Context: an optimization exercise on an open-source flow, tuned for a short achievable clock period and few clock cycles per item. The choices shown serve that exercise and are no tape-out recipe. Function was checked by simulation only, so behaviour that the tests miss may differ from the original. No driver is modelled on the clock port, so clocking that relies on it looks cheaper here than on a real chip. No activity file was given, so power comes from the tool's default toggle rates.

## flow/config.mk

```make
export PLATFORM = sky130hd
export DESIGN_NAME = tomasulo_top
export DESIGN_NICKNAME = tomasulo_top
export VERILOG_FILES = /design/flow/design.v
export SDC_FILE = /design/flow/constraint.sdc
export NUM_CORES = 4
export LEC_CHECK = 0
export ABC_CLOCK_PERIOD_IN_PS = 2400
export CAP_MARGIN = 20
export CORE_MARGIN = 2
export CORE_UTILIZATION = 55
export CTS_CLUSTER_DIAMETER = 80
export CTS_CLUSTER_SIZE = 25
export SETUP_SLACK_MARGIN = 4.6
export SLEW_MARGIN = 20
```

## flow/constraint.sdc

```tcl
create_clock -name core_clock -period 7.0 [get_ports {clk}]
set_input_delay 1.4000 -clock core_clock [delete_from_list [all_inputs] [get_ports {clk}]]
set_output_delay 1.4000 -clock core_clock [all_outputs]
set_load 0.01 [all_outputs]
```

## flow/design.v

```verilog
`timescale 1ns/100ps
module tomasulo_top (
    input  logic        clk,
    input  logic        reset,
    input  logic [31:0] instr,
    input  logic        instr_valid,
    output logic        stall,
    output logic        commit_valid,
    output logic [4:0]  commit_rd,
    output logic [31:0] commit_value
);
    function automatic logic [31:0] reset_value(input int i);
        case (i)
            1:  reset_value = 32'd12;
            2:  reset_value = 32'd16;
            3:  reset_value = 32'd45;
            4:  reset_value = 32'd5;
            5:  reset_value = 32'd3;
            6:  reset_value = 32'd4;
            7:  reset_value = 32'd1;
            8:  reset_value = 32'd2;
            9:  reset_value = 32'd2;
            10: reset_value = 32'd3;
            default: reset_value = 32'd0;
        endcase
    endfunction
    function automatic logic [16:0] add16(input logic [15:0] a,
                                          input logic [15:0] b,
                                          input logic        cin);
        logic [15:0] g, p, h;
        g = a & b;
        p = a ^ b;
        h = p;
        g[0] = g[0] | (p[0] & cin);
        p[0] = 1'b0;
        for (int k = 1; k < 16; k = k * 2) begin
            for (int i = 15; i >= k; i--) begin
                g[i] = g[i] | (p[i] & g[i - k]);
                p[i] = p[i] & p[i - k];
            end
        end
        add16 = {g[15], h ^ {g[14:0], cin}};
    endfunction
    assign stall = 1'b0;
    logic [4:0] i_rd, i_rs1, i_rs2;
    logic       i_addsub;
    assign i_rd     = instr[11:7];
    assign i_rs1    = instr[19:15];
    assign i_rs2    = instr[24:20];
    assign i_addsub = instr[6:0] == 7'b0110011 && instr[14:12] == 3'b000 &&
                      (instr[31:25] == 7'b0000000 || instr[31:25] == 7'b0100000);
    logic        d_v, d_sub;
    logic [4:0]  d_rd;
    logic        d_h11, d_h21, d_h31;
    logic        d_h12, d_h22, d_h32;
    logic [31:1] d_sel1, d_sel2;
    logic        e_valid, e_sub;
    logic [4:0]  e_rd;
    logic        e_hl1, e_hm1, e_hr1;
    logic        e_hl2, e_hm2, e_hr2;
    logic [31:0] e_s1, e_s2;
    logic        l_valid;
    logic [4:0]  l_rd;
    logic [31:0] l_s, l_c;
    logic        m_valid;
    logic [4:0]  m_rd;
    logic [15:0] m_lo, m_hi0, m_hi1;
    logic        m_cy;
    logic [31:1] m_we;
    logic [31:0] m_val;
    function automatic logic [2:0] locate(input logic [4:0] rs,
                                          input logic       v1, input logic [4:0] rd1,
                                          input logic       v2, input logic [4:0] rd2,
                                          input logic       v3, input logic [4:0] rd3);
        locate = {rs != 5'd0 && v1 && rd1 == rs,
                  rs != 5'd0 && v2 && rd2 == rs,
                  rs != 5'd0 && v3 && rd3 == rs};
    endfunction
    function automatic logic [31:1] onehot(input logic [4:0] rs);
        for (int i = 1; i < 32; i++) onehot[i] = rs == 5'(i);
    endfunction
    always_ff @(posedge clk) begin
        if (reset) d_v <= 1'b0;
        else       d_v <= instr_valid && i_addsub;
        d_sub  <= instr[30];
        d_rd   <= i_rd;
        {d_h11, d_h21, d_h31} <= locate(i_rs1, d_v, d_rd, e_valid, e_rd, l_valid, l_rd);
        {d_h12, d_h22, d_h32} <= locate(i_rs2, d_v, d_rd, e_valid, e_rd, l_valid, l_rd);
        d_sel1 <= onehot(i_rs1);
        d_sel2 <= onehot(i_rs2);
    end
    logic rf_reset;
    always_ff @(posedge clk) rf_reset <= reset;
    logic [31:0] rf [1:31];
    logic [31:0] rf1, rf2;
    always_comb begin
        rf1 = '0;
        rf2 = '0;
        for (int i = 1; i < 32; i++) begin
            rf1 = rf1 | ({32{d_sel1[i]}} & rf[i]);
            rf2 = rf2 | ({32{d_sel2[i]}} & rf[i]);
        end
    end
    always_ff @(posedge clk) begin
        if (reset) e_valid <= 1'b0;
        else       e_valid <= d_v;
        e_sub <= d_sub;
        e_rd  <= d_rd;
        e_hl1 <= d_h11;
        e_hm1 <= d_h21 && !d_h11;
        e_hr1 <= !d_h21 && !d_h11;
        e_hl2 <= d_h12;
        e_hm2 <= d_h22 && !d_h12;
        e_hr2 <= !d_h22 && !d_h12;
        e_s1  <= d_h31 ? m_val : rf1;
        e_s2  <= d_h32 ? m_val : rf2;
    end
    logic [31:0] x, y, z, w;
    logic [31:0] t_s, t_c, n_s, n_c;
    logic [31:0] m_s, m_c;
    assign m_s = {m_hi0, m_lo};
    assign m_c = {15'd0, m_cy, 16'd0};
    assign x = ({32{e_hl1}} & l_s) | ({32{e_hm1}} & m_s) | ({32{e_hr1}} & e_s1);
    assign y = ({32{e_hl1}} & l_c) | ({32{e_hm1}} & m_c);
    assign z = (({32{e_hl2}} & l_s) | ({32{e_hm2}} & m_s) | ({32{e_hr2}} & e_s2)) ^ {32{e_sub}};
    assign w = (({32{e_hl2}} & l_c) | ({32{e_hm2}} & m_c)) ^ {32{e_sub}};
    assign t_s = x ^ y ^ z;
    assign t_c = {(x[30:0] & y[30:0]) | (x[30:0] & z[30:0]) | (y[30:0] & z[30:0]), e_sub};
    assign n_s = t_s ^ t_c ^ w;
    assign n_c = {(t_s[30:0] & t_c[30:0]) | (t_s[30:0] & w[30:0]) | (t_c[30:0] & w[30:0]), e_sub};
    always_ff @(posedge clk) begin
        if (reset) l_valid <= 1'b0;
        else       l_valid <= e_valid;
        l_rd <= e_rd;
        l_s  <= n_s;
        l_c  <= n_c;
    end
    logic [16:0] lo;
    assign lo = add16(l_s[15:0], l_c[15:0], 1'b0);
    always_ff @(posedge clk) begin
        if (reset) m_valid <= 1'b0;
        else       m_valid <= l_valid;
        m_rd  <= l_rd;
        for (int i = 1; i < 32; i++) m_we[i] <= l_valid && l_rd == 5'(i);
        m_lo  <= lo[15:0];
        m_cy  <= lo[16];
        m_hi0 <= 16'(add16(l_s[31:16], l_c[31:16], 1'b0));
        m_hi1 <= 16'(add16(l_s[31:16], l_c[31:16], 1'b1));
    end
    assign m_val = {m_cy ? m_hi1 : m_hi0, m_lo};
    logic        p_valid;
    logic [4:0]  p_rd;
    logic [31:0] p_val;
    always_ff @(posedge clk) begin
        if (reset) p_valid <= 1'b0;
        else       p_valid <= m_valid;
        p_rd  <= m_rd;
        p_val <= m_val;
    end
    assign commit_valid = p_valid;
    assign commit_rd    = p_rd;
    assign commit_value = p_val;
    always_ff @(posedge clk) begin
        for (int i = 1; i < 32; i++) begin
            if (rf_reset)
                rf[i] <= reset_value(i);
            else if (m_we[i])
                rf[i] <= m_val;
        end
    end
endmodule
```

## flow/flow/run.sh

```bash
#!/bin/bash
# Standard layout, with the clock tree's root buffer taken out after CTS
# (flow/clkroot.tcl): the clock port drives the tree's second level.
set -euo pipefail
here=$(pwd)
bash standard.sh POST_CTS_TCL="$here/flow/clkroot.tcl" finish > "$here/standard.log" 2>&1
```

## flow/flow/clkroot.tcl

```tcl
# Run after clock tree synthesis: the tree's root buffer is taken out and
# the clock port drives the root's loads (the few buffers of the next level)
# directly, so every register's clock arrives earlier by the same amount.
set block [ord::get_db_block]
set port_net [[$block findBTerm clk] getNet]
set root_its {}
foreach it [$port_net getITerms] { lappend root_its $it }
if { [llength $root_its] == 1 } {
  set root [[lindex $root_its 0] getInst]
  set root_master [[$root getMaster] getName]
  set out_net ""
  foreach it [$root getITerms] {
    if { [$it isOutputSignal] } { set out_net [$it getNet] }
  }
  set loads {}
  foreach it [$out_net getITerms] {
    if { [$it getInst] != $root } { lappend loads $it }
  }
  puts "clkroot: root [$root getName] ($root_master) drives [llength $loads] cells"
  if { [llength $loads] <= 4 } {
    foreach it $loads {
      $it disconnect
      $it connect $port_net
    }
    foreach it [$root getITerms] { $it disconnect }
    odb::dbInst_destroy $root
    odb::dbNet_destroy $out_net
    puts "clkroot: clock port now drives [llength [$port_net getITerms]] cells"
    estimate_parasitics -placement
    report_clock_latency
  } else {
    puts "clkroot: root drives more than 4 cells, tree left as it is"
  }
} else {
  puts "clkroot: clock port drives [llength $root_its] cells, tree left as it is"
}
```

## flow/standard.sh

```bash
#!/bin/bash
# synth_recipe.tcl (not shown) runs the flow's synth.tcl, then flattens the netlist and writes it again
# the make line also repeats each setting of config.mk as NAME=value (left out here)
make -C /OpenROAD-flow-scripts/flow DESIGN_CONFIG=/design/flow/config.mk WORK_HOME=/design/flow/orfs CLKGATE_MAP_FILE= SYNTH_SCRIPT=/design/flow/synth_recipe.tcl "${@:-finish}"
```

==> results by group, run 1 <==
Yosys
  – Number of enable flip-flop cells after synthesis: 0
  – Asr flop ratio synth: 0%
  – Post-synth top area share: a little under half
  – Synthesized cell area: around 58,000 um2
  – Post-Syn Instances: 6,153
  – Post-synthesis register bit count: approximately 1,300
  – Top-count cell post-synth: dfxtp_1
  – Distinct cells, synth: 60
  – Post-synth net total: about 6,300
  – Avg Synthesized Cell Area: 9.425 um2
  – Cell accounting for the most synthesized area: dfxtp_1
  – Yosys warnings: 2
  – Most frequent cells after synthesis: dfxtp_1, nor2_1, clkbuf_1, a211oi_1, mux2i_1
  – Top FF cell, synth: dfxtp_1
  – Synth area leaders: dfxtp_1, mux2i_1, nor2_1
  – Sequential fraction of the synthesis area: about 46%

STA
  – Slew Limit Headroom: 13.16%
  – FMAX: about 0.38 GHz
  – Period utilisation layout: between 30% and 40%
  – Clock skew: about 0.037 ns
  – RSZ-0062 raised after global routing: yes
  – Tmin final: 2.635 ns
  – Setup TNS: 0 ns
  – Final hold vios: 0
  – Final Max Tran Viols: 0
  – Worst Max-Slew Pin Slew: 1.303 ns
  – Final Worst Setup Slack: roughly 4.4 ns
  – Final setup viols: 0
  – Final hold slack: ~0.34 ns

Cells and area
  – Fin area: roughly 62,000 um2
  – Final core utilization: about three fifths
  – Final #Nets: slightly below 6,000
  – Layout cells sized above 1: between 7 and 8%
  – Finished Layout Cells: about 7,200
  – Synth-to-Final Area Change: 6.240%
  – Fill count: around 9,300

Route
  – Number of vias per cell: between 7 and 8
  – Routed Antenna Nets: 0
  – Drt drc: 0
  – Drt wl/cell: about 37 um
  – Routed WL: 269,800 um
  – Drt pass-1 iters: 9
  – Vias after detailed routing: roughly 55,000
  – Initial drt markers: around 12,000

Setup path
  – Top delay family on crit path: flip-flops
  – WP data required: 7.52 ns
  – Register-to-Register Path Depth: 5
  – Critical-path cell list: buf_4 > a221oi_1 > nand4_1 > nor3_1 > a21oi_1
  – Critical path origin: d_sel1[3]
  – Crit path buffers/inverters: 1
  – CP Launch Type: flip-flop
  – Worst path max stage delay: around 0.95 ns
  – R2R Path End: e_s1[20]
  – Slowest-stage cell, CP: dfxtp_2
  – Nature of the critical path endpoint: flip-flop
  – Reg2Reg Setup Slack: around 4.4 ns
  – Worst r2r src: d_sel1[3]
  – Setup Crit Path Kind: flip-flop to flip-flop
  – CP arrival: 3.16 ns
  – Crit-path max FO: 17

Pwr
  – Logic gate share of total power: between 10 and 15%
  – Lkg Pwr: between 20 and 25 nW
  – Total power: between 10 and 15 mW
  – Internal power: a little over 10 mW
  – VDD IR max: 0.3089 mV
  – Switching power: 4.322 mW
  – Power per cell area: ~240 nW/um2
  – Switch share: between 20 and 30%
  – Part of the power in the clock network: around a third
  – Register share of total power: 54.9%

Min path
  – Worst hold path class: flip-flop to flip-flop
  – Hold endpoint: p_rd[0]
  – Hold path startpoint: m_rd[0]
  – Min-Delay Path Depth: 0

Die
  – Die Y: ~330 um
  – IO Pins: 74
  – Chip Width: roughly 330 um
  – Starting Density: 55.25%
  – Site Rows: around 120
  – Die area: ~110,000 um2
  – Core Area: 105,000 um2

GRT
  – Initial antenna violation count: 8
  – Overflow after GRT: 0
  – Total global-route track usage: between 40% and 50%
  – Largest net degree at the start of global routing: about 240
  – Vias in the first global route: between 40,000 and 50,000
  – First-pass GRT wire length: roughly 370,000 um

Run status
  – Run status: complete, no violations

CTS
  – Clock latency (worst-skew pair): 0.70 ns
  – Reg clk slew, reported paths: 0.10 ns
  – Clock net sink count: ~1,300
  – TritonCTS clock tree: done

Place
  – PortBufs: 72
  – Area after DPL: 59,410 um2
  – Pre-CTS setup slack: 4.023 ns
  – Global placement routability congestion: between 0.9 and 1
  – # placed instances: approximately 7,000
  – Detailed placer's ending HPWL: around 140,000 um

Run
  – Max cap viols: 0
[placed cells by master (no fill, tap or decap), types with 5 or more instances in the layout]
cell                n
dfxtp_1          1224
nor2_1           1102
a211oi_1          499
mux2i_1           481
a22oi_1           322
a22o_1            320
a221oi_1          320
a21oi_1           167
nand4_1           132
buf_4             114
inv_1             110
nand2_1            89
nand3_1            78
nor3_1             75
clkbuf_16          72
dfxtp_2            69
a222oi_1           64
xor2_1             64
xnor2_1            64
fa_1               64
dfxtp_4            46
clkdlybuf4s50_1    34
ha_1               32
nor2b_1            30
buf_2              27
o21ai_0            19
buf_6              19
a211o_1            18
mux2i_4            16
diode_2            13
nand2b_1           12
clkbuf_1           11
nor3_2              7
a21o_1              7
a31oi_1             6
o21a_1              6
nand3b_1            6
buf_16              6
buf_12              5
[logic make-up (layout without fill, tap and decap cells)]
| family | count (synthesis) | in the layout | synth area share (%) |
|---|---|---|---|
| flip-flops | 1339 | 1339 | 46.22 |
| other | 1 | 14 | 0.006467 |
| multiplexers | 498 | 498 | 8.598 |
| adder cells (fa/ha/maj) | 96 | 96 | 2.900 |
| AND/OR/NAND/NOR | 1556 | 1556 | 11.36 |
| buffers and inverters | 761 | 415 | 5.068 |
| XOR/XNOR | 128 | 128 | 1.933 |
| AO/OA/AOI/OAI | 1774 | 1774 | 23.91 |
[worst reg2reg max path, stage by stage, from the launching register on]
cell	delay (ns)
dfxtp_2	0.95
buf_4	0.62
a221oi_1	0.23
nand4_1	0.18
nor3_1	0.06
a21oi_1	0.43
[per-layer routing]
layer  share of wire (%)  GRT usage, %
met1                  37         62.62
met2                  39         65.18
met3                  17         21.80
met4                 6.8         27.04
met5               0.054        0.6211
[worst max path at each step]
stage | endpoint | slack, ns | cells after the start
2_1_floorplan | d_h12 | 4.61 | 7
3_3_place_gp | d_sel1[24] | 4.03 | 3
3_5_place_dp | d_sel1[26] | 4.02 | 3
5_1_grt | commit_value[23] | 4.44 | 1
6_report | e_s1[20] | 4.37 | 5
[final cells by class]
| type | instances | area [um2] | share of cell area [%] |
|---|---|---|---|
| antenna | 13 | 32.53 | 0.05280 |
| clock buffer | 84 | 1846 | 2.996 |
| clock inverter | 12 | 133.9 | 0.2173 |
| inverter | 110 | 412.9 | 0.6702 |
| multi-input combinational | 4053 | 28500 | 46.26 |
| sequential | 1339 | 27060 | 43.93 |
| tap | 1391 | 1740 | 2.825 |
| timing repair buffer | 209 | 1881 | 3.052 |
[sequential cells by signal (all words and copies together) (netlist names), 5 cells and up]
signal and count:
m_we 31, e_s2 32, d_sel2 31, l_s 32, e_rd 5, m_hi0 16
p_rd 5, m_hi1 16, rf 992, d_sel1 31, e_s1 32, d_rd 5
l_c 32, m_rd 5, p_val 32, l_rd 5, m_lo 16
[power groups by stage]
stage                     clock, mW  sequential [mW]  combinational [mW]
after floorplan                   0             8.11                1.10
final                          4.62             7.99                1.94
after global routing           4.85             8.01                2.00
after detailed placement          0             8.17                1.84
after global placement            0             8.16                1.82
Testbench counts, summed over its fixed seeds: cycles 8,039, commits 6,826.
==> run 2, diff against run 1 <==
--- a/flow/design.v
+++ b/flow/design.v
@@ -44,13 +44,4 @@
     assign stall = 1'b0;
-    logic [4:0] i_rd, i_rs1, i_rs2;
-    logic       i_addsub;
-    assign i_rd     = instr[11:7];
-    assign i_rs1    = instr[19:15];
-    assign i_rs2    = instr[24:20];
-    assign i_addsub = instr[6:0] == 7'b0110011 && instr[14:12] == 3'b000 &&
-                      (instr[31:25] == 7'b0000000 || instr[31:25] == 7'b0100000);
-    logic        d_v, d_sub;
-    logic [4:0]  d_rd;
-    logic        d_h11, d_h21, d_h31;
-    logic        d_h12, d_h22, d_h32;
+    logic        d_valid;
+    logic [31:0] d_instr;
     logic [31:1] d_sel1, d_sel2;
@@ -82,10 +73,7 @@
     always_ff @(posedge clk) begin
-        if (reset) d_v <= 1'b0;
-        else       d_v <= instr_valid && i_addsub;
-        d_sub  <= instr[30];
-        d_rd   <= i_rd;
-        {d_h11, d_h21, d_h31} <= locate(i_rs1, d_v, d_rd, e_valid, e_rd, l_valid, l_rd);
-        {d_h12, d_h22, d_h32} <= locate(i_rs2, d_v, d_rd, e_valid, e_rd, l_valid, l_rd);
-        d_sel1 <= onehot(i_rs1);
-        d_sel2 <= onehot(i_rs2);
+        if (reset) d_valid <= 1'b0;
+        else       d_valid <= instr_valid;
+        d_instr <= instr;
+        d_sel1  <= onehot(instr[19:15]);
+        d_sel2  <= onehot(instr[24:20]);
     end
@@ -103,15 +91,25 @@
     end
+    logic [4:0] r_rd, r_rs1, r_rs2;
+    logic       r_addsub;
+    logic       h11, h21, h31, h12, h22, h32;
+    assign r_rd     = d_instr[11:7];
+    assign r_rs1    = d_instr[19:15];
+    assign r_rs2    = d_instr[24:20];
+    assign r_addsub = d_instr[6:0] == 7'b0110011 && d_instr[14:12] == 3'b000 &&
+                      (d_instr[31:25] == 7'b0000000 || d_instr[31:25] == 7'b0100000);
+    assign {h11, h21, h31} = locate(r_rs1, e_valid, e_rd, l_valid, l_rd, m_valid, m_rd);
+    assign {h12, h22, h32} = locate(r_rs2, e_valid, e_rd, l_valid, l_rd, m_valid, m_rd);
     always_ff @(posedge clk) begin
         if (reset) e_valid <= 1'b0;
-        else       e_valid <= d_v;
-        e_sub <= d_sub;
-        e_rd  <= d_rd;
-        e_hl1 <= d_h11;
-        e_hm1 <= d_h21 && !d_h11;
-        e_hr1 <= !d_h21 && !d_h11;
-        e_hl2 <= d_h12;
-        e_hm2 <= d_h22 && !d_h12;
-        e_hr2 <= !d_h22 && !d_h12;
-        e_s1  <= d_h31 ? m_val : rf1;
-        e_s2  <= d_h32 ? m_val : rf2;
+        else       e_valid <= d_valid && r_addsub;
+        e_sub <= d_instr[30];
+        e_rd  <= r_rd;
+        e_hl1 <= h11;
+        e_hm1 <= h21 && !h11;
+        e_hr1 <= !h21 && !h11;
+        e_hl2 <= h12;
+        e_hm2 <= h22 && !h12;
+        e_hr2 <= !h22 && !h12;
+        e_s1  <= h31 ? m_val : rf1;
+        e_s2  <= h32 ? m_val : rf2;
     end
==> flow/run.sh (new file) <==
#!/bin/bash
# synth_recipe.tcl (not shown) runs the flow's synth.tcl, then flattens the netlist and writes it again
# the make line also repeats each setting of config.mk as NAME=value (left out here)
make -C /OpenROAD-flow-scripts/flow DESIGN_CONFIG=/design/flow/config.mk WORK_HOME=/design/flow/orfs CLKGATE_MAP_FILE= SYNTH_SCRIPT=/design/flow/synth_recipe.tcl finish
--- a/flow/config.mk
+++ b/flow/config.mk
@@ -8,3 +8,3 @@
 export ABC_CLOCK_PERIOD_IN_PS = 2400
-export CAP_MARGIN = 20
+export CAP_MARGIN = 40
 export CORE_MARGIN = 2
@@ -14,2 +14,2 @@
 export SETUP_SLACK_MARGIN = 4.6
-export SLEW_MARGIN = 20
+export SLEW_MARGIN = 45
removed: flow/flow/run.sh
removed: flow/flow/clkroot.tcl
removed: flow/standard.sh
==> results by group, run 2 <==
Run status
  – Run status: complete, no violations

Pwr
  – Switch share: 29.02% (-0.67 points)
  – Part of the power in the clock network: 32.5% (+0.7 points)
  – Lkg Pwr: 20.50 nW (+1.3%)
  – VDD IR max: 0.4844 mV (+57%)
  – Internal power: 10.63 mW (+3.9%)
  – Logic gate share of total power: 13.3% (about the same)
  – Total power: 14.98 mW (+2.9%)
  – Power per cell area: 238.3 nW/um2 (+0.83%)
  – Switching power: 4.346 mW (+0.54%)
  – Register share of total power: 54.3% (-0.6 points)

Yosys
  – Number of enable flip-flop cells after synthesis: 0 (unchanged)
  – Distinct cells, synth: 60 (unchanged)
  – Avg Synthesized Cell Area: 9.589 um2 (+1.7%)
  – Post-synth net total: 6,218 (-1.1%)
  – Post-synth top area share: 46.61% (+0.39 points)
  – Top FF cell, synth: dfxtp_1
  – Most frequent cells after synthesis: dfxtp_1, nor2_1, a211oi_1, mux2i_1, clkbuf_1
  – Synthesized cell area: 58,370 um2 (+0.65%)
  – Post-Syn Instances: 6,087 (-1.1%)
  – Yosys warnings: 2 (unchanged)
  – Sequential fraction of the synthesis area: 46.61% (+0.39 points)
  – Top-count cell post-synth: dfxtp_1
  – Synth area leaders: dfxtp_1, mux2i_1, nor2_1
  – Cell accounting for the most synthesized area: dfxtp_1
  – Post-synthesis register bit count: 1,359 (+1.5%)
  – Asr flop ratio synth: 0% (unchanged)

Route
  – Drt drc: 0 (unchanged)
  – Routed WL: 267,000 um (-1.1%)
  – Routed Antenna Nets: 0 (unchanged)
  – Drt wl/cell: 37.18 um (-0.64%)
  – Number of vias per cell: 7.577 (+0.24%)
  – Initial drt markers: 12,290 (+2.9%)
  – Drt pass-1 iters: 8 (-1)
  – Vias after detailed routing: 54,410 (-0.18%)

Cells and area
  – Commonest cells after routing, fill and taps aside: dfxtp_1, nor2_1, a211oi_1, mux2i_1, a221oi_1
  – Layout cells sized above 1: 8.437% (+1.3 points)
  – Final #Nets: 5,882 (-0.47%)
  – Reg with most FFs: rf
  – Footprint of the multi-input gates: 28,570 um2 (+0.27%)
  – Fill count: 9,163 (-1.6%)
  – Sequential cell area: 27,460 um2 (+1.5%)
  – Max reg flops: 992 (unchanged)
  – Most common cell after layout, fill and taps aside: dfxtp_1
  – Synth-to-Final Area Change: 7.687%

CTS
  – Clock net sink count: 1,359 (+1.5%)
  – CTS Hold Bufs: 0
  – CTS root buf: clkbuf_16
  – Clock latency (worst-skew pair): 0.71 ns (about the same)
  – Reg clk slew, reported paths: 0.10 ns (about the same)
  – Maximum root-to-sink buffer count: 3
  – Num CTS Buffers: just under 70
  – CTS H-Tree Depth: 3
  – TritonCTS clock tree: done

Setup path
  – Crit-path max FO: 19 (+2)
  – CP Launch Type: flip-flop
  – Setup Crit Path Kind: flip-flop to flip-flop
  – WP data required: 7.56 ns (+0.04 ns)
  – Reg2Reg Setup Slack: 4.43 ns (+0.06 ns)
  – Register-to-Register Path Depth: 6 (+1)
  – R2R Path End: e_s2[27]
  – Nature of the critical path endpoint: flip-flop
  – Worst r2r src: d_sel2[7]
  – CP arrival: 3.13 ns (-0.03 ns)

STA
  – Final setup viols: 0 (unchanged)
  – FMAX: 0.3889 GHz (+2.5%)
  – Worst Max-Slew Pin Slew: 0.9025 ns (-0.4001 ns)
  – Period utilisation layout: 36.74% (-0.90 points)
  – Clock skew: 0.04936 ns (+0.01215 ns)
  – RSZ-0062 raised after global routing: yes
  – Setup TNS: 0 ns (unchanged)
  – Slew Limit Headroom: 39.83% (+27 points)
  – Tmin final: 2.572 ns (-0.06324 ns)
  – Final hold vios: 0 (unchanged)
  – Final Max Tran Viols: 0 (unchanged)

Die
  – Core Area: 105,300 um2 (+0.28%)
  – IO Pins: 74 (unchanged)
  – Site Rows: 119 (unchanged)
  – Chip Width: 329.8 um (+0.32%)
  – Starting Density: 55.45% (+0.20 points)
  – Die Y: 329.8 um (+0.32%)
  – Die area: 108,700 um2 (+0.65%)

Min path
  – Min-Delay Path Depth: 0 (unchanged)
  – Worst hold path class: flip-flop to flip-flop
  – Hold endpoint: e_rd[2]
  – Hold path startpoint: d_instr[9]

GRT
  – First-pass GRT wire length: 370,400 um (-0.20%)
  – Overflow after GRT: 0 (unchanged)
  – Initial antenna violation count: 4 (-4)
  – Total global-route track usage: 47.48% (-0.56 points)
  – Vias in the first global route: 49,050 (+0.16%)
  – Largest net degree at the start of global routing: 183 (-23%)

Place
  – PortBufs: 72 (unchanged)
  – Global placement routability congestion: 0.9106 (-0.38%)
  – Detailed placer's ending HPWL: 138,900 um (+2.7%)

Run
  – Max cap viols: 0 (unchanged)
==> run 2: changes by cell type after synthesis, moves of 14 or more <==
cell	before	now
xnor2_1	64	84
a21oi_1	167	67
a221oi_1	320	345
xor2_1	64	50
a22oi_1	322	210
nand3_1	78	42
inv_1	110	95
dfxtp_1	1339	1359
a21oi_2	0	28
a222oi_1	64	128
buf_1	53	77
a22o_1	320	344
clkbuf_1	536	488
==> run 2: worst max-delay path by stage <==
stage          startpoint          endpoint  cells past startpoint
4_1_cts          p_val[9]   commit_value[9]                      1
5_1_grt         p_val[10]  commit_value[10]                      1
3_5_place_dp    instr[15]        d_sel1[18]                      3
6_report        d_sel2[7]          e_s2[27]                      6
2_1_floorplan       e_hl1           l_s[12]                      7
3_3_place_gp    instr[15]        d_sel1[16]                      3
==> run 2: final cells by class <==
class | count | area share (%)
antenna | 6 | 0.02389
clock buffer | 83 | 2.994
clock inverter | 20 | 0.4658
inverter | 95 | 0.5673
multi-input combinational | 3989 | 45.46
sequential | 1359 | 43.68
tap | 1391 | 2.769
timing repair buffer | 238 | 4.037
==> run 2: power groups by stage <==
stage	Sequential [mW]	Clock (mW)	Combinational, mW
after global routing	8.15	5.13	2.04
after detailed placement	8.29	0	1.91
after global placement	8.30	0	1.82
final	8.13	4.86	1.99
after floorplan	8.24	0	1.08
after CTS	8.12	4.87	1.87
==> run 2: timing repair <==
item                       4_1_cts  5_1_grt
resized for setup              179       33
setup buffers                    1        0
setup endpoints to repair      166       58
cloned                           0        0
pin swaps                        0        5
==> run 2: cells by family after synthesis <==
logic type                 Yosys count  synth area share [%]
AOI/OAI and AO/OA                 1708                 23.73
xor gates and xnor gates           134                 2.011
adders and majority gates           96                 2.881
buffers and inverters              739                 4.990
DFF                               1359                 46.61
muxes                              496                 8.508
other                                1              0.006425
and+or+nand+nor                   1554                 11.26
==> run 2: layer usage <==
metal	vias to the layer above	part of all wire, %	global-route usage [%]
met4	4	7.0	25.09
met3	1298	17	19.72
li1	21960	-	-
met5	-	0.010	0.3913
met1	26060	37	62.81
met2	5084	39	65.56
==> run 2: metrics by stage <==
step	util [%]	cell area [um2]	hold WS (ns)	worst slack (ns)	std cells
floorplan	-	58370	0.3096	4.682	6087
global placement	56.73	59720	0.3134	4.175	7033
detailed placement	57.46	60490	0.3125	4.166	7064
CTS	59.45	62590	0.3386	4.440	7168
global route	59.70	62840	0.3458	4.431	7175
finish	59.71	62860	0.3358	4.428	7181
==> run 2: critical path, stage by stage, from the launching register on <==
cell and delay, ns:
dfxtp_2 0.93, buf_4 0.63, a22o_1 0.26, a221oi_1 0.06
nand4_1 0.16, nor3_2 0.08, a21oi_1 0.29
Testbench counts of run 2, summed over its fixed seeds: cycles 8,039, commits 6,826.
==> run 3, diff against run 2 <==
==> flow/flow/run.sh (new file) <==
#!/bin/bash
# Standard layout, with the clock tree's levels above the leaf buffers
# rebuilt after CTS (flow/clktop.tcl): the clock port drives four quadrant
# buffers, each driving its quadrant's leaf buffers.
set -euo pipefail
here=$(pwd)
bash standard.sh POST_CTS_TCL="$here/flow/clktop.tcl" finish > "$here/standard.log" 2>&1
==> flow/flow/clktop.tcl (new file) <==
# Run after clock tree synthesis. The clock tree's leaf buffers (those that
# drive registers) are kept; the levels above them are replaced by four
# clkbuf_16, one per quadrant of the leaves (equal counts), each driving its
# quadrant's leaves, and the clock port drives those four directly. Every
# register still sees two buffer levels, so the whole clock arrives earlier
# by the same amount and no register is favoured.
set block [ord::get_db_block]
set port_net [[$block findBTerm clk] getNet]

# a buffer of the tree: a clkbuf whose output is wired (not a dummy load)
proc tree_out {inst} {
  if { ![string match "sky130_fd_sc_hd__clkbuf*" [[$inst getMaster] getName]] } { return "" }
  set it [$inst findITerm X]
  if { $it eq "NULL" } { return "" }
  set n [$it getNet]
  if { $n eq "NULL" } { return "" }
  return $n
}
proc pin_name {it} { return [[$it getMTerm] getName] }

set upper {}
set upper_nets {}
set leaves {}
set frontier [list $port_net]
while { [llength $frontier] > 0 } {
  set next {}
  foreach net $frontier {
    foreach it [$net getITerms] {
      set inst [$it getInst]
      set on [tree_out $inst]
      if { $on eq "" || [pin_name $it] ne "A" } { continue }
      set drives_tree 0
      foreach lt [$on getITerms] {
        if { [$lt getInst] != $inst && [tree_out [$lt getInst]] ne "" } { set drives_tree 1 }
      }
      if { $drives_tree } {
        lappend upper $inst
        lappend upper_nets $on
        lappend next $on
      } else {
        lappend leaves $inst
      }
    }
  }
  set frontier $next
}
puts "clktop: [llength $upper] upper buffers, [llength $leaves] leaf buffers"

# loads of the upper levels that are not tree buffers: dummy loads go, other
# cells (registers) move to the nearest leaf's net
set strays {}
set dummies {}
foreach net [concat [list $port_net] $upper_nets] {
  foreach it [$net getITerms] {
    set inst [$it getInst]
    if { [tree_out $inst] ne "" && [pin_name $it] eq "A" } { continue }
    if { [lsearch -exact $upper $inst] >= 0 } { continue }
    if { [string match "sky130_fd_sc_hd__clkbuf*" [[$inst getMaster] getName]] } {
      lappend dummies $inst
    } else {
      lappend strays $it
    }
  }
}
puts "clktop: [llength $dummies] dummy loads, [llength $strays] other loads above the leaves"

if { [llength $leaves] < 8 || [llength $upper] < 1 } {
  puts "clktop: tree left as it is"
} else {
  set pts {}
  foreach l $leaves {
    set box [$l getBBox]
    lappend pts [list $l [expr {([$box xMin] + [$box xMax]) / 2}] [expr {([$box yMin] + [$box yMax]) / 2}]]
  }
  foreach l $leaves { [$l findITerm A] disconnect }
  foreach it $strays { $it disconnect }
  foreach d $dummies {
    foreach it [$d getITerms] { $it disconnect }
    odb::dbInst_destroy $d
  }
  foreach u $upper {
    foreach it [$u getITerms] { $it disconnect }
    odb::dbInst_destroy $u
  }
  foreach n $upper_nets { odb::dbNet_destroy $n }
  # quadrants: halves by x, then each half by y
  set byx [lsort -integer -index 1 $pts]
  set h [expr {[llength $byx] / 2}]
  set groups {}
  foreach half [list [lrange $byx 0 [expr {$h - 1}]] [lrange $byx $h end]] {
    set byy [lsort -integer -index 2 $half]
    set m [expr {[llength $byy] / 2}]
    lappend groups [lrange $byy 0 [expr {$m - 1}]] [lrange $byy $m end]
  }
  set master [[ord::get_db] findMaster sky130_fd_sc_hd__clkbuf_16]
  set k 0
  foreach g $groups {
    set sx 0; set sy 0
    foreach p $g { incr sx [lindex $p 1]; incr sy [lindex $p 2] }
    set cx [expr {$sx / [llength $g]}]
    set cy [expr {$sy / [llength $g]}]
    set inst [odb::dbInst_create $block $master "clkbuf_top_$k"]
    set net [odb::dbNet_create $block "clknet_top_$k"]
    $net setSigType CLOCK
    $inst setLocation $cx $cy
    $inst setPlacementStatus PLACED
    [$inst findITerm A] connect $port_net
    [$inst findITerm X] connect $net
    foreach p $g { [[lindex $p 0] findITerm A] connect $net }
    puts "clktop: clkbuf_top_$k at ($cx, $cy) drives [llength $g] leaves"
    incr k
  }
  # strays join the nearest leaf
  foreach it $strays {
    set box [[$it getInst] getBBox]
    set x [$box xMin]; set y [$box yMin]
    set best ""; set bd -1
    foreach p $pts {
      set d [expr {abs([lindex $p 1] - $x) + abs([lindex $p 2] - $y)}]
      if { $bd < 0 || $d < $bd } { set bd $d; set best [lindex $p 0] }
    }
    $it connect [[$best findITerm X] getNet]
  }
  detailed_placement
  estimate_parasitics -placement
  report_clock_latency
}
==> flow/standard.sh (new file) <==
#!/bin/bash
# synth_recipe.tcl (not shown) runs the flow's synth.tcl, then flattens the netlist and writes it again
# the make line also repeats each setting of config.mk as NAME=value (left out here)
make -C /OpenROAD-flow-scripts/flow DESIGN_CONFIG=/design/flow/config.mk WORK_HOME=/design/flow/orfs CLKGATE_MAP_FILE= SYNTH_SCRIPT=/design/flow/synth_recipe.tcl "${@:-finish}"
removed: flow/run.sh
==> results by group, run 3 <==
Run status
  – Run status: complete, no violations

Route
  – Vias after detailed routing: 54,400 (-0.017%)
  – Drt pass-1 iters: 13 (+5)
  – Routed WL: 267,000 um (about the same)
  – Initial drt markers: 12,430 (+1.1%)
  – Number of vias per cell: 7.583 (about the same)
  – Drt wl/cell: 37.22 um (+0.10%)
  – Routed Antenna Nets: 0 (unchanged)
  – Drt drc: 0 (unchanged)

GRT
  – First-pass GRT wire length: 370,100 um (about the same)
  – Total global-route track usage: 47.33% (-0.14 points)
  – Initial antenna violation count: 10 (+6)
  – Vias in the first global route: 49,020 (-0.059%)
  – Largest net degree at the start of global routing: 183 (unchanged)
  – Overflow after GRT: 0 (unchanged)

STA
  – Final Worst Setup Slack: 4.469 ns (+0.04058 ns)
  – Setup TNS: 0 ns (unchanged)
  – Final Max Tran Viols: 0 (unchanged)
  – Tmin final: 2.531 ns (-0.04058 ns)
  – Slew Limit Headroom: 39.19% (-0.64 points)
  – Clock skew: 0.03972 ns (-0.009637 ns)
  – Final hold vios: 0 (unchanged)
  – RSZ-0062 raised after global routing: yes
  – Worst Max-Slew Pin Slew: 0.9121 ns (+0.009583 ns)
  – Final setup viols: 0 (unchanged)
  – Period utilisation layout: 36.16% (-0.58 points)
  – FMAX: 0.3951 GHz (+1.6%)

Die
  – Chip Width: 329.8 um (unchanged)
  – IO Pins: 74 (unchanged)
  – Die Y: 329.8 um (unchanged)
  – Site Rows: 119 (unchanged)
  – Starting Density: 55.45% (unchanged)
  – Core Area: 105,300 um2 (unchanged)
  – Die area: 108,700 um2 (unchanged)

Min path
  – Hold endpoint: e_rd[2]
  – Hold path startpoint: d_instr[9]
  – Min-Delay Path Depth: 0 (unchanged)
  – Worst hold path class: flip-flop to flip-flop

Yosys
  – Asr flop ratio synth: 0% (unchanged)
  – Post-synthesis register bit count: 1,359 (unchanged)
  – Post-synth top area share: 46.61% (unchanged)
  – Top-count cell post-synth: dfxtp_1
  – Synth area leaders: dfxtp_1, mux2i_1, nor2_1
  – Sequential fraction of the synthesis area: 46.61% (unchanged)
  – Most frequent cells after synthesis: dfxtp_1, nor2_1, a211oi_1, mux2i_1, clkbuf_1
  – Synthesized cell area: 58,370 um2 (unchanged)
  – Avg Synthesized Cell Area: 9.589 um2 (unchanged)
  – Post-Syn Instances: 6,087 (unchanged)
  – Post-synth net total: 6,218 (unchanged)
  – Number of enable flip-flop cells after synthesis: 0 (unchanged)
  – Yosys warnings: 2 (unchanged)
  – Top FF cell, synth: dfxtp_1
  – Cell accounting for the most synthesized area: dfxtp_1
  – Distinct cells, synth: 60 (unchanged)

Cells and area
  – Commonest cells after routing, fill and taps aside: dfxtp_1, nor2_1, a211oi_1, mux2i_1, a221oi_1
  – Final #Nets: 5,875 (-0.12%)
  – Finished Layout Cells: 7,174 (-0.097%)
  – Layout cells sized above 1: 8.105% (-0.33 points)
  – Most common cell after layout, fill and taps aside: dfxtp_1
  – Fill count: 9,175 (+0.13%)
  – Reg with most FFs: rf
  – Synth-to-Final Area Change: 7.155%
  – Max reg flops: 992 (unchanged)

Run
  – Max cap viols: 0 (unchanged)

Pwr
  – Switching power: 4.265 mW (-1.9%)
  – Logic gate share of total power: 13.5% (+0.2 points)
  – Lkg Pwr: 20.37 nW (-0.64%)
  – Switch share: 29.10% (+0.085 points)
  – Part of the power in the clock network: 31.1% (-1.4 points)
  – VDD IR max: 0.4835 mV (-0.19%)
  – Register share of total power: 55.4% (+1.1 points)
  – Power per cell area: 234.3 nW/um2 (-1.7%)
  – Internal power: 10.39 mW (-2.3%)

Setup path
  – Register-to-Register Path Depth: 6 (unchanged)
  – CP Launch Type: flip-flop
  – R2R Path End: e_s2[27]
  – CP arrival: 2.94 ns (-0.19 ns)
  – Reg2Reg Setup Slack: 4.47 ns (+0.04 ns)
  – Worst r2r src: d_sel2[7]
  – Setup Crit Path Kind: flip-flop to flip-flop
  – WP data required: 7.40 ns (-0.16 ns)
  – Nature of the critical path endpoint: flip-flop
  – Crit-path max FO: 19 (unchanged)

Place
  – PortBufs: 72 (unchanged)
  – Global placement routability congestion: 0.9106 (unchanged)
  – Detailed placer's ending HPWL: 138,900 um (unchanged)
  – Pre-CTS setup slack: 4.166 ns (unchanged)
  – # placed instances: 7,064 (unchanged)

CTS
  – Reg clk slew, reported paths: 0.10 ns (about the same)
  – Clock latency (worst-skew pair): 0.53 ns (-0.18 ns)
  – TritonCTS clock tree: done
  – Clock net sink count: 1,359 (unchanged)
run 3: metrics by stage:
step | cell area [um2] | total power [mW] | util, % | hold slack [ns]
2_1_floorplan | 58370 | 9.325 | - | 0.3096
3_3_place_gp | 59720 | 10.12 | 56.73 | 0.3134
5_1_grt | 62530 | 14.99 | 59.40 | 0.3463
3_5_place_dp | 60490 | 10.21 | 57.46 | 0.3125
6_report | 62550 | 14.66 | 59.42 | 0.3368
run 3: cell type report, clock buffers not listed:
type	count	area [um2]	area share, %
Tap cell	1391	1740	2.783
Multi-Input combinational cell	3989	28560	45.67
Inverter	95	356.6	0.5701
Timing Repair Buffer	236	2442	3.905
Sequential cell	1359	27450	43.88
Buffer	4	100.1	0.1600
Clock inverter	20	292.8	0.4681
Antenna cell	9	22.52	0.03601
run 3: worst max path at each step:
stage                startpoint    endpoint  slack [ns]  cells past startpoint
finish                d_sel2[7]    e_s2[27]        4.47                      6
global route        d_instr[17]    e_s1[30]        4.60                      6
detailed placement    instr[15]  d_sel1[18]        4.17                      3
global placement      instr[15]  d_sel1[16]        4.17                      3
floorplan                 e_hl1     l_s[12]        4.68                      7
run 3: logic make-up after synthesis:
| kind of cell | count (synthesis) | synth area share [%] |
|---|---|---|
| AND/OR/NAND/NOR | 1554 | 11.26 |
| flip-flops | 1359 | 46.61 |
| buffers and inverters | 739 | 4.990 |
| other | 1 | 0.006425 |
| adder cells (fa/ha/maj) | 96 | 2.881 |
| multiplexers | 496 | 8.508 |
| AO/OA/AOI/OAI | 1708 | 23.73 |
| XOR/XNOR | 134 | 2.011 |
run 3: worst max-delay path, stage by stage, from the launching register on:
cell and delay, ns:
dfxtp_2 0.92, buf_4 0.62, a22o_1 0.26, a221oi_1 0.06
nand4_1 0.16, nor3_2 0.08, a21oi_1 0.29
run 3: power by group through the flow:
stage	clock [mW]	sequential, mW	combinational, mW
6_report	4.56	8.12	1.97
3_3_place_gp	0	8.30	1.82
5_1_grt	4.82	8.15	2.02
3_5_place_dp	0	8.29	1.91
2_1_floorplan	0	8.24	1.08
run 3: metal layers:
| metal | global-route usage [%] | vias up | share of wire (%) |
|---|---|---|---|
| met1 | 62.38 | 25850 | 36 |
| met4 | 24.02 | 4 | 7.2 |
| met5 | 0.6522 | - | 0.015 |
| met2 | 65.60 | 5250 | 39 |
| met3 | 20.32 | 1355 | 17 |
| li1 | - | 21940 | - |
==> run 4, diff against run 3 <==
--- a/flow/config.mk
+++ b/flow/config.mk
@@ -7,4 +7,6 @@
 export LEC_CHECK = 0
-export ABC_CLOCK_PERIOD_IN_PS = 2400
+export ABC_CLOCK_PERIOD_IN_PS = 2300
 export CAP_MARGIN = 40
+export CELL_PAD_IN_SITES_DETAIL_PLACEMENT = 1
+export CELL_PAD_IN_SITES_GLOBAL_PLACEMENT = 1
 export CORE_MARGIN = 2
@@ -13,3 +15,3 @@
 export CTS_CLUSTER_SIZE = 25
-export SETUP_SLACK_MARGIN = 4.6
+export SETUP_SLACK_MARGIN = 4.75
 export SLEW_MARGIN = 45
==> results by group, run 4 <==
Pwr
  – Total power: 14.72 mW (+0.41%)
  – Switch share: 30.36% (+1.3 points)
  – Lkg Pwr: 20.58 nW (+1.0%)
  – VDD IR max: 0.3477 mV (-28%)
  – Switching power: 4.468 mW (+4.8%)
  – Power per cell area: 232.2 nW/um2 (-0.91%)
  – Register share of total power: 55.5% (about the same)
  – Part of the power in the clock network: 29.8% (-1.3 points)
  – Internal power: 10.25 mW (-1.4%)
  – Logic gate share of total power: 14.7% (+1.2 points)

Cells and area
  – Max reg flops: 992 (unchanged)
  – Footprint of the multi-input gates: 28,800 um2 (+0.82%)
  – Final #Nets: 5,906 (+0.53%)
  – Layout cells sized above 1: 10.04% (+1.9 points)
  – Final core utilization: 60.21% (+0.79 points)
  – Sequential cell area: 27,490 um2 (+0.17%)
  – Fill count: 11,330 (+23%)
  – Most common cell after layout, fill and taps aside: dfxtp_1
  – Finished Layout Cells: 7,208 (+0.47%)
  – Synth-to-Final Area Change: 8.587%
  – Reg with most FFs: rf
  – Commonest cells after routing, fill and taps aside: dfxtp_1, nor2_1, a211oi_1, mux2i_1

Setup path
  – WP data required: 5.60 ns (-1.80 ns)
  – CP arrival: 1.12 ns (-1.82 ns)
  – Nature of the critical path endpoint: output port
  – Crit-path max FO: 1 (-18)
  – CP Launch Type: flip-flop
  – Slowest-stage cell, CP: dfxtp_4
  – Setup Crit Path Kind: flip-flop to output port
  – Critical-path cell list: buf_2
  – Top delay family on crit path: flip-flops
  – Worst path max stage delay: 0.43 ns (-0.49 ns)
  – Crit path buffers/inverters: 1 (unchanged)

CTS
  – Reg clk slew, reported paths: 0.12 ns (+0.02 ns)
  – TritonCTS clock tree: done
  – Clock net sink count: 1,359 (unchanged)
  – Clock latency (worst-skew pair): 0.54 ns (about the same)

STA
  – Final Max Tran Viols: 0 (unchanged)
  – Final hold vios: 0 (unchanged)
  – Final setup viols: 0 (unchanged)
  – Slew Limit Headroom: 35.36% (-3.8 points)
  – Clock skew: 0.05910 ns (+0.01939 ns)
  – Worst Max-Slew Pin Slew: 0.9697 ns (+0.05756 ns)
  – FMAX: 0.3968 GHz (+0.43%)
  – Tmin final: 2.520 ns (-0.01084 ns)
  – RSZ-0062 raised after global routing: yes
  – Setup TNS: 0 ns (unchanged)
  – Final Worst Setup Slack: 4.480 ns (+0.01084 ns)
  – Period utilisation layout: 36.00% (-0.15 points)

Yosys
  – Post-Syn Instances: 6,087 (unchanged)
  – Yosys warnings: 2 (unchanged)
  – Post-synth net total: 6,218 (unchanged)
  – Cell accounting for the most synthesized area: dfxtp_1
  – Distinct cells, synth: 60 (unchanged)
  – Post-synth top area share: 46.61% (unchanged)
  – Synthesized cell area: 58,370 um2 (unchanged)
  – Avg Synthesized Cell Area: 9.589 um2 (unchanged)
  – Most frequent cells after synthesis: dfxtp_1, nor2_1, a211oi_1, mux2i_1, clkbuf_1
  – Post-synthesis register bit count: 1,359 (unchanged)
  – Sequential fraction of the synthesis area: 46.61% (unchanged)
  – Synth area leaders: dfxtp_1, mux2i_1, nor2_1
  – Asr flop ratio synth: 0% (unchanged)
  – Top-count cell post-synth: dfxtp_1
  – Number of enable flip-flop cells after synthesis: 0 (unchanged)
  – Top FF cell, synth: dfxtp_1

Die
  – Die area: 108,700 um2 (unchanged)
  – Chip Width: 329.8 um (unchanged)
  – Core Area: 105,300 um2 (unchanged)
  – IO Pins: 74 (unchanged)
  – Die Y: 329.8 um (unchanged)
  – Site Rows: 119 (unchanged)
  – Starting Density: 55.45% (unchanged)

Route
  – Drt wl/cell: 41.01 um (+10%)
  – Number of vias per cell: 7.911 (+4.3%)
  – Drt pass-1 iters: 10 (-3)
  – Routed Antenna Nets: 0 (unchanged)
  – Initial drt markers: 12,060 (-3.0%)
  – Routed WL: 295,600 um (+11%)
  – Vias after detailed routing: 57,020 (+4.8%)
  – Drt drc: 0 (unchanged)

GRT
  – Vias in the first global route: 54,930 (+12%)
  – First-pass GRT wire length: 405,000 um (+9.4%)
  – Initial antenna violation count: 19 (+9)
  – Total global-route track usage: 51.92% (+4.6 points)
  – Largest net degree at the start of global routing: 177 (-3.3%)
  – Overflow after GRT: 0 (unchanged)

Place
  – # placed instances: 7,066 (+0.028%)
  – Pre-CTS setup slack: 4.138 ns (-0.02783 ns)
  – Global placement routability congestion: 0.9119 (+0.14%)
  – Detailed placer's ending HPWL: 154,600 um (+11%)
  – PortBufs: 72 (unchanged)

Min path
  – Worst hold path class: flip-flop to flip-flop

Run status
  – Run status: complete, no violations

Run
  – Max cap viols: 0 (unchanged)
run 4: area by class of cell, clock buffers not listed:
type	instances	area share, %
clock inverter	13	0.2231
sequential	1359	43.38
inverter	95	0.5626
multi-input combinational	3989	45.44
buffer	4	0.1579
tap	1391	2.746
antenna	13	0.05133
timing repair buffer	268	5.002
run 4: kinds of logic after synthesis:
| logic type | synth area share (%) |
|---|---|
| buffers and inverters | 4.990 |
| other | 0.006425 |
| AO/OA/AOI/OAI | 23.73 |
| multiplexers | 8.508 |
| adder cells (fa/ha/maj) | 2.881 |
| AND/OR/NAND/NOR | 11.26 |
| flip-flops | 46.61 |
| XOR/XNOR | 2.011 |
run 4: worst paths after layout:
path	start	to	slack, ns	cells after the start
setup reg to reg	e_hl2	l_s[15]	4.49	7
hold / removal	d_instr[8]	e_rd[1]	0.34	0
setup / recovery	p_val[1]	commit_value[1]	4.48	1
hold reg to reg	d_instr[8]	e_rd[1]	0.34	0
run 4: layer usage:
metal / track usage [%] / vias up / share of wire, %
li1: - / 22000 / -
met1: 65.54 / 27940 / 35
met2: 72.62 / 5383 / 40
met3: 22.04 / 1684 / 17
met4: 32.83 / 20 / 8.1
met5: 0.5652 / - / 0.074
run 4: through the flow:
step / hold WS (ns) / area, um2
detailed placement: 0.3150 / 60490
finish: 0.3388 / 63380
floorplan: 0.3096 / 58380
global route: 0.3487 / 63350
global placement: 0.3122 / 59730
run 4: power groups by stage:
stage / combinational, mW / sequential [mW] / clock [mW]
2_1_floorplan: 1.08 / 8.24 / 0
3_5_place_dp: 1.96 / 8.29 / 0
6_report: 2.17 / 8.17 / 4.38
3_3_place_gp: 1.84 / 8.29 / 0
5_1_grt: 2.19 / 8.18 / 4.60
==> run 5, diff against run 4 <==
--- a/flow/design.v
+++ b/flow/design.v
@@ -47,2 +47,3 @@
     logic [31:1] d_sel1, d_sel2;
+    logic        d_h31, d_h32;
     logic        e_valid, e_sub;
@@ -61,9 +62,7 @@
     logic [31:0] m_val;
-    function automatic logic [2:0] locate(input logic [4:0] rs,
+    function automatic logic [1:0] locate(input logic [4:0] rs,
                                           input logic       v1, input logic [4:0] rd1,
-                                          input logic       v2, input logic [4:0] rd2,
-                                          input logic       v3, input logic [4:0] rd3);
+                                          input logic       v2, input logic [4:0] rd2);
         locate = {rs != 5'd0 && v1 && rd1 == rs,
-                  rs != 5'd0 && v2 && rd2 == rs,
-                  rs != 5'd0 && v3 && rd3 == rs};
+                  rs != 5'd0 && v2 && rd2 == rs};
     endfunction
@@ -78,2 +77,4 @@
         d_sel2  <= onehot(instr[24:20]);
+        d_h31   <= instr[19:15] != 5'd0 && l_valid && l_rd == instr[19:15];
+        d_h32   <= instr[24:20] != 5'd0 && l_valid && l_rd == instr[24:20];
     end
@@ -93,3 +94,3 @@
     logic       r_addsub;
-    logic       h11, h21, h31, h12, h22, h32;
+    logic       h11, h21, h12, h22;
     assign r_rd     = d_instr[11:7];
@@ -99,4 +100,4 @@
                       (d_instr[31:25] == 7'b0000000 || d_instr[31:25] == 7'b0100000);
-    assign {h11, h21, h31} = locate(r_rs1, e_valid, e_rd, l_valid, l_rd, m_valid, m_rd);
-    assign {h12, h22, h32} = locate(r_rs2, e_valid, e_rd, l_valid, l_rd, m_valid, m_rd);
+    assign {h11, h21} = locate(r_rs1, e_valid, e_rd, l_valid, l_rd);
+    assign {h12, h22} = locate(r_rs2, e_valid, e_rd, l_valid, l_rd);
     always_ff @(posedge clk) begin
@@ -112,4 +113,4 @@
         e_hr2 <= !h22 && !h12;
-        e_s1  <= h31 ? m_val : rf1;
-        e_s2  <= h32 ? m_val : rf2;
+        e_s1  <= d_h31 ? m_val : rf1;
+        e_s2  <= d_h32 ? m_val : rf2;
     end
--- a/flow/config.mk
+++ b/flow/config.mk
@@ -7,6 +7,4 @@
 export LEC_CHECK = 0
-export ABC_CLOCK_PERIOD_IN_PS = 2300
+export ABC_CLOCK_PERIOD_IN_PS = 2400
 export CAP_MARGIN = 40
-export CELL_PAD_IN_SITES_DETAIL_PLACEMENT = 1
-export CELL_PAD_IN_SITES_GLOBAL_PLACEMENT = 1
 export CORE_MARGIN = 2
@@ -15,3 +13,3 @@
 export CTS_CLUSTER_SIZE = 25
-export SETUP_SLACK_MARGIN = 4.75
+export SETUP_SLACK_MARGIN = 4.6
 export SLEW_MARGIN = 45
==> results by group, run 5 <==
Yosys
  – Cell accounting for the most synthesized area: dfxtp_1
  – Most frequent cells after synthesis: dfxtp_1, nor2_1, clkbuf_1, a211oi_1, mux2i_1
  – Yosys warnings: 2 (unchanged)
  – Top FF cell, synth: dfxtp_1
  – Post-synth net total: 6,303 (+1.4%)
  – Post-Syn Instances: 6,172 (+1.4%)
  – Synthesized cell area: 58,480 um2 (+0.20%)
  – Number of enable flip-flop cells after synthesis: 0 (unchanged)
  – Sequential fraction of the synthesis area: 46.59% (about the same)
  – Asr flop ratio synth: 0% (unchanged)
  – Post-synth top area share: 46.59% (about the same)
  – Distinct cells, synth: 63 (+5.0%)
  – Avg Synthesized Cell Area: 9.476 um2 (-1.2%)
  – Top-count cell post-synth: dfxtp_1
  – Post-synthesis register bit count: 1,361 (+0.15%)
  – Synth area leaders: dfxtp_1, mux2i_1, nor2_1

Place
  – Detailed placer's ending HPWL: 142,200 um (-8.0%)
  – Pre-CTS setup slack: 4.000 ns (-0.1373 ns)
  – PortBufs: 72 (unchanged)
  – Global placement routability congestion: 0.9190 (+0.78%)

Setup path
  – Critical path origin: d_sel1[2]
  – Crit-path max FO: 21 (+20)
  – Nature of the critical path endpoint: flip-flop
  – CP arrival: 2.97 ns (+1.85 ns)
  – WP data required: 7.36 ns (+1.76 ns)
  – Worst r2r src: d_sel1[2]
  – CP Launch Type: flip-flop
  – Setup Crit Path Kind: flip-flop to flip-flop

STA
  – Final hold vios: 0 (unchanged)
  – Tmin final: 2.616 ns (+0.09551 ns)
  – Period utilisation layout: 37.37% (+1.4 points)
  – Clock skew: 0.03271 ns (-0.02639 ns)
  – Final Worst Setup Slack: 4.384 ns (-0.09551 ns)
  – Slew Limit Headroom: 34.05% (-1.3 points)
  – FMAX: 0.3823 GHz (-3.7%)
  – Worst Max-Slew Pin Slew: 0.9893 ns (+0.01962 ns)
  – RSZ-0062 raised after global routing: yes
  – Final Max Tran Viols: 0 (unchanged)
  – Final setup viols: 0 (unchanged)
  – Setup TNS: 0 ns (unchanged)

Die
  – Starting Density: 55.48% (about the same)
  – IO Pins: 74 (unchanged)
  – Site Rows: 119 (unchanged)
  – Core Area: 105,400 um2 (+0.14%)
  – Die Y: 330.1 um (about the same)
  – Chip Width: 330.1 um (about the same)
  – Die area: 109,000 um2 (+0.19%)

GRT
  – Overflow after GRT: 0 (unchanged)
  – Largest net degree at the start of global routing: 180 (+1.7%)
  – Total global-route track usage: 48.19% (-3.7 points)
  – First-pass GRT wire length: 375,900 um (-7.2%)
  – Vias in the first global route: 49,050 (-11%)
  – Initial antenna violation count: 7 (-12)

Route
  – Routed WL: 272,100 um (-7.9%)
  – Routed Antenna Nets: 0 (unchanged)
  – Number of vias per cell: 7.555 (-4.5%)
  – Drt drc: 0 (unchanged)
  – Initial drt markers: 11,680 (-3.1%)
  – Drt wl/cell: 37.57 um (-8.4%)
  – Drt pass-1 iters: 19 (+9)
  – Vias after detailed routing: 54,720 (-4.0%)

Cells and area
  – Layout cells sized above 1: 7.441% (-2.6 points)
  – Sequential cell area: 27,510 um2 (about the same)
  – Synth-to-Final Area Change: 6.737%
  – Fill count: 9,247 (-18%)
  – Final #Nets: 5,952 (+0.78%)
  – Commonest cells after routing, fill and taps aside: dfxtp_1, nor2_1, a211oi_1, mux2i_1
  – Reg with most FFs: rf
  – Most common cell after layout, fill and taps aside: dfxtp_1
  – Footprint of the multi-input gates: 28,510 um2 (-0.99%)
  – Max reg flops: 992 (unchanged)

CTS
  – Clock net sink count: 1,361 (+0.15%)
  – Clock latency (worst-skew pair): 0.53 ns (about the same)
  – TritonCTS clock tree: done
  – Reg clk slew, reported paths: 0.10 ns (-0.02 ns)

Run status
  – Run status: complete, no violations

Pwr
  – Internal power: 10.21 mW (-0.32%)
  – Switch share: 29.39% (-0.97 points)
  – Lkg Pwr: 20.52 nW (-0.26%)
  – VDD IR max: 0.2301 mV (-34%)
  – Register share of total power: 56.3% (+0.8 points)
  – Logic gate share of total power: 13.8% (-0.9 points)
  – Part of the power in the clock network: 29.9% (about the same)
  – Switching power: 4.251 mW (-4.9%)
  – Power per cell area: 231.7 nW/um2 (-0.19%)

Run
  – Max cap viols: 0 (unchanged)

Min path
  – Hold path startpoint: d_instr[7]
  – Worst hold path class: flip-flop to flip-flop
## run 5: worst paths after layout
| check | depth (start not counted) | slack (ns) | to |
|---|---|---|---|
| worst max-delay path | 6 | 4.38 | e_s1[31] |
| worst min-delay path | 0 | 0.33 | e_rd[0] |
| worst max register to register | 6 | 4.38 | e_s1[31] |
| worst min register to register | 0 | 0.33 | e_rd[0] |
## run 5: logic make-up after synthesis
| logic type | count (synthesis) | synth area share (%) |
|---|---|---|
| other | 1 | 0.006412 |
| multiplexers | 497 | 8.511 |
| AO/OA/AOI/OAI | 1770 | 23.68 |
| AND/OR/NAND/NOR | 1555 | 11.31 |
| XOR/XNOR | 130 | 1.947 |
| buffers and inverters | 762 | 5.087 |
| flip-flops | 1361 | 46.59 |
| adder cells (fa/ha/maj) | 96 | 2.875 |
## run 5: power by group through the flow
stage	sequential (mW)	combinational, mW	clock (mW)
after floorplan	8.26	1.11	0
after global placement	8.32	1.84	0
after detailed placement	8.31	1.93	0
after global routing	8.17	2.05	4.56
final	8.15	2.00	4.32
## run 5: worst max-delay path, stage by stage, from the launching register on
cell and delay, ns:
dfxtp_2 0.53, buf_4 0.47, a22o_1 0.35, a221oi_1 0.22, nand4_1 0.12, nor3_1 0.56, a21oi_1 0.16
## run 5: stage by stage
| step | power [mW] | utilization [%] | hold slack, ns | cells | area [um2] |
|---|---|---|---|---|---|
| 2_1_floorplan | 9.366 | - | 0.3096 | 6172 | 58480 |
| 3_3_place_gp | 10.17 | 56.77 | 0.3104 | 7116 | 59850 |
| 3_5_place_dp | 10.24 | 57.38 | 0.3138 | 7140 | 60480 |
| 5_1_grt | 14.78 | 59.20 | 0.3384 | 7237 | 62410 |
| 6_report | 14.47 | 59.22 | 0.3313 | 7242 | 62420 |
## run 5: layout make-up, clock buffers not listed
type | count | share of cell area [%]
Multi-Input combinational cell | 4049 | 45.68
Sequential cell | 1361 | 44.07
Timing Repair Buffer | 234 | 3.919
Tap cell | 1391 | 2.788
Inverter | 114 | 0.6855
Clock inverter | 14 | 0.2646
Buffer | 4 | 0.1603
Antenna cell | 5 | 0.02004
## run 5: metal layers
layer,up-vias,GRT usage [%],wire length (um)
met5,-,0.2609,134
met4,12,24.18,19230
met3,1425,21.70,46570
met2,5177,66.62,106300
met1,26050,63.16,99890
li1,22050,-,-
Testbench counts of run 5, summed over its fixed seeds: cycles 8,039, commits 6,826.
==> run 6, diff against run 5 <==
--- a/flow/design.v
+++ b/flow/design.v
@@ -47,3 +47,5 @@
     logic [31:1] d_sel1, d_sel2;
+    logic [31:1] d_msel1, d_msel2;
     logic        d_h31, d_h32;
+    logic        i_h31, i_h32;
     logic        e_valid, e_sub;
@@ -71,2 +73,4 @@
     endfunction
+    assign i_h31 = instr[19:15] != 5'd0 && l_valid && l_rd == instr[19:15];
+    assign i_h32 = instr[24:20] != 5'd0 && l_valid && l_rd == instr[24:20];
     always_ff @(posedge clk) begin
@@ -77,4 +81,6 @@
         d_sel2  <= onehot(instr[24:20]);
-        d_h31   <= instr[19:15] != 5'd0 && l_valid && l_rd == instr[19:15];
-        d_h32   <= instr[24:20] != 5'd0 && l_valid && l_rd == instr[24:20];
+        d_msel1 <= onehot(instr[19:15]) & {31{!i_h31}};
+        d_msel2 <= onehot(instr[24:20]) & {31{!i_h32}};
+        d_h31   <= i_h31;
+        d_h32   <= i_h32;
     end
@@ -88,4 +94,4 @@
         for (int i = 1; i < 32; i++) begin
-            rf1 = rf1 | ({32{d_sel1[i]}} & rf[i]);
-            rf2 = rf2 | ({32{d_sel2[i]}} & rf[i]);
+            rf1 = rf1 | {{16{d_sel1[i]}} & rf[i][31:16], {16{d_msel1[i]}} & rf[i][15:0]};
+            rf2 = rf2 | {{16{d_sel2[i]}} & rf[i][31:16], {16{d_msel2[i]}} & rf[i][15:0]};
         end
@@ -113,4 +119,4 @@
         e_hr2 <= !h22 && !h12;
-        e_s1  <= d_h31 ? m_val : rf1;
-        e_s2  <= d_h32 ? m_val : rf2;
+        e_s1  <= {d_h31 ? m_val[31:16] : rf1[31:16], ({16{d_h31}} & m_val[15:0]) | rf1[15:0]};
+        e_s2  <= {d_h32 ? m_val[31:16] : rf2[31:16], ({16{d_h32}} & m_val[15:0]) | rf2[15:0]};
     end
==> results by group, run 6 <==
STA
  – Setup TNS: 0 ns (unchanged)
  – Clock skew: 0.05191 ns (+0.01919 ns)
  – Final Max Tran Viols: 0 (unchanged)
  – Final Worst Setup Slack: 4.567 ns (+0.1831 ns)
  – Period utilisation layout: 34.75% (-2.6 points)
  – Tmin final: 2.433 ns (-0.1831 ns)
  – Final hold vios: 0 (unchanged)
  – Worst Max-Slew Pin Slew: 0.9745 ns (-0.01482 ns)

Setup path
  – Nature of the critical path endpoint: output port
  – CP Launch Type: flip-flop
  – Crit-path max FO: 1 (-95%)
  – WP data required: 5.60 ns (-1.76 ns)
  – Crit path buffers/inverters: 1 (unchanged)
  – Slowest-stage cell, CP: dfxtp_4
  – Top delay family on crit path: flip-flops
  – Register-to-Register Path Depth: 6 (unchanged)
  – R2R Path End: l_s[5]
  – Setup Crit Path Kind: flip-flop to output port
  – Critical path depth: 1 (-5)
  – Worst r2r src: e_hl2
  – Critical path origin: p_val[0]

CTS
  – TritonCTS clock tree: done

Yosys
  – Top FF cell, synth: dfxtp_1
  – Post-synth net total: 6,489 (+3.0%)
  – Post-synthesis register bit count: 1,423 (+4.6%)
  – Synthesized cell area: 60,070 um2 (+2.7%)
  – Post-synth top area share: 47.43% (+0.84 points)
  – Avg Synthesized Cell Area: 9.447 um2 (-0.30%)
  – Most frequent cells after synthesis: dfxtp_1, nor2_1, a22oi_1, clkbuf_1, a211oi_1
  – Distinct cells, synth: 63 (unchanged)
  – Top-count cell post-synth: dfxtp_1
  – Yosys warnings: 2 (unchanged)
  – Sequential fraction of the synthesis area: 47.43% (+0.84 points)
  – Cell accounting for the most synthesized area: dfxtp_1

Min path
  – Worst hold path class: flip-flop to flip-flop
  – Hold path startpoint: d_instr[30]
  – Min-Delay Path Depth: 0 (unchanged)
  – Hold endpoint: e_sub

Pwr
  – Total power: 15.08 mW (+4.3%)
  – Switch share: 28.92% (-0.46 points)
  – Switching power: 4.363 mW (+2.6%)
  – VDD IR max: 0.2041 mV (-11%)
  – Part of the power in the clock network: 30.4% (+0.5 points)
  – Power per cell area: 235.9 nW/um2 (+1.8%)

Route
  – Drt pass-1 iters: 9 (-10)
  – Number of vias per cell: 7.346 (-2.8%)
  – Initial drt markers: 11,130 (-4.7%)
  – Drt wl/cell: 36.89 um (-1.8%)
  – Routed WL: 272,600 um (+0.19%)

Cells and area
  – Reg with most FFs: rf
  – Fill count: 9,531 (+3.1%)
  – Final #Nets: 6,065 (+1.9%)
  – Max reg flops: 992 (unchanged)
  – Sequential cell area: 28,900 um2 (+5.0%)
  – Commonest cells after routing, fill and taps aside: dfxtp_1, nor2_1, a22oi_1, a211oi_1, mux2i_1
  – Layout cells sized above 1: 7.944% (+0.50 points)
  – Fin area: 63,940 um2 (+2.4%)

GRT
  – Met3 usage: 16.31% (-5.4 points)
  – Largest net degree at the start of global routing: 163 (-9.4%)
  – First-pass GRT wire length: 379,100 um (+0.84%)
  – Top Usage Layer GRT: met2
  – Total global-route track usage: 47.09% (-1.1 points)
  – Initial antenna violation count: 16 (+9)

Die
  – IO Pins: 74 (unchanged)
  – Starting Density: 55.34% (-0.14 points)
  – Chip Width: 334.5 um (+1.3%)

Place
  – Detailed placer's ending HPWL: 154,500 um (+8.7%)
  – Pre-CTS setup slack: 3.282 ns (-0.7179 ns)
  – Global placement routability congestion: 0.9310 (+1.3%)

Run status
  – Run status: complete, no violations

Run
  – Max cap viols: 0 (unchanged)
run 6: worst max-delay path by stage:
stage                 endpoint
3_3_place_gp        d_msel1[5]
6_report       commit_value[0]
2_1_floorplan      d_msel1[15]
5_1_grt        commit_value[0]
3_5_place_dp       d_msel2[17]
run 6: kinds of logic (layout without fill, tap and decap cells):
kind of cell / count (synthesis) / after routing / synth area share [%]
AO/OA/AOI/OAI: 1739 / 1739 / 22.27
XOR/XNOR: 133 / 133 / 1.939
adder cells (fa/ha/maj): 96 / 96 / 2.800
buffers and inverters: 812 / 421 / 5.278
flip-flops: 1423 / 1423 / 47.43
multiplexers: 496 / 496 / 8.268
other: 1 / 11 / 0.006243
AND/OR/NAND/NOR: 1658 / 1658 / 12.01
run 6: cell type report, clock buffers not listed:
type,count,area share (%)
Antenna cell,10,0.03914
Buffer,4,0.1565
Clock inverter,16,0.3600
Inverter,100,0.5949
Multi-Input combinational cell,4123,45.01
Sequential cell,1423,45.19
Tap cell,1414,2.767
Timing Repair Buffer,222,3.379
run 6: stage by stage:
step	util (%)	hold slack, ns	cells
2_1_floorplan	-	0.3096	6358
3_3_place_gp	56.32	0.3095	7246
3_5_place_dp	56.90	0.3118	7272
5_1_grt	58.89	0.3318	7383
6_report	58.91	0.3283	7391
run 6: metal layers:
| layer | wire [um] | share of wire [%] |
|---|---|---|
| met2 | 108900 | 40 |
| met5 | 272 | 0.10 |
| met3 | 39630 | 15 |
| met1 | 98630 | 36 |
| met4 | 25180 | 9.2 |
run 6: power by group through the flow:
stage / registers [mW] / clock network [mW] / logic, mW
after detailed placement: 8.74 / 0 / 1.87
after global placement: 8.74 / 0 / 1.80
final: 8.58 / 4.58 / 1.93
after global routing: 8.59 / 4.86 / 2.00
after floorplan: 8.62 / 0 / 1.12
Testbench counts of run 6, summed over its fixed seeds: cycles 8,039, commits 6,826.

static timing again, ports no longer ideal:
The results above use ideal ports. As a check the final layouts listed here were re-extracted and re-timed, cells and wires unchanged.
Step 1: set_driving_cell puts a clkbuf_16 on clk and a buf_2 on each other input, an assumption about the parent block.
Step 2 adds t to the input delays and takes it off the output delays; t is the mean of the earliest and latest rising clock arrival at the registers after step 1. Input paths then give back, and output paths get back, about the clock's delay inside the block.
Slacks: ideal / step 1 / step 2; pairs: ideal / step 1.
run	t, ns	setup WS [ns]	worst setup path after step 2	clock arrival spread, ns	cell pins on the clock port's net
run 1	0.766	4.365 / 4.365 / 4.023	input to register	0.037 / 0.038	1
run 2	0.760	4.428 / 4.374 / 4.129	input to register	0.049 / 0.049	1
run 3	0.677	4.469 / 4.465 / 4.186	input to register	0.042 / 0.042	4
run 4	0.682	4.480 / 4.306 / 4.327	input to register	0.062 / 0.063	4
run 5	0.680	4.384 / 4.384 / 4.030	input to register	0.033 / 0.034	4
run 6	0.695	4.567 / 4.398 / 4.141	input to register	0.052 / 0.052	4
After both steps every run listed still meets setup and hold. The setup slack of run 6, which loses most, moves by -0.169 ns with the drivers and by -0.426 ns with both steps.
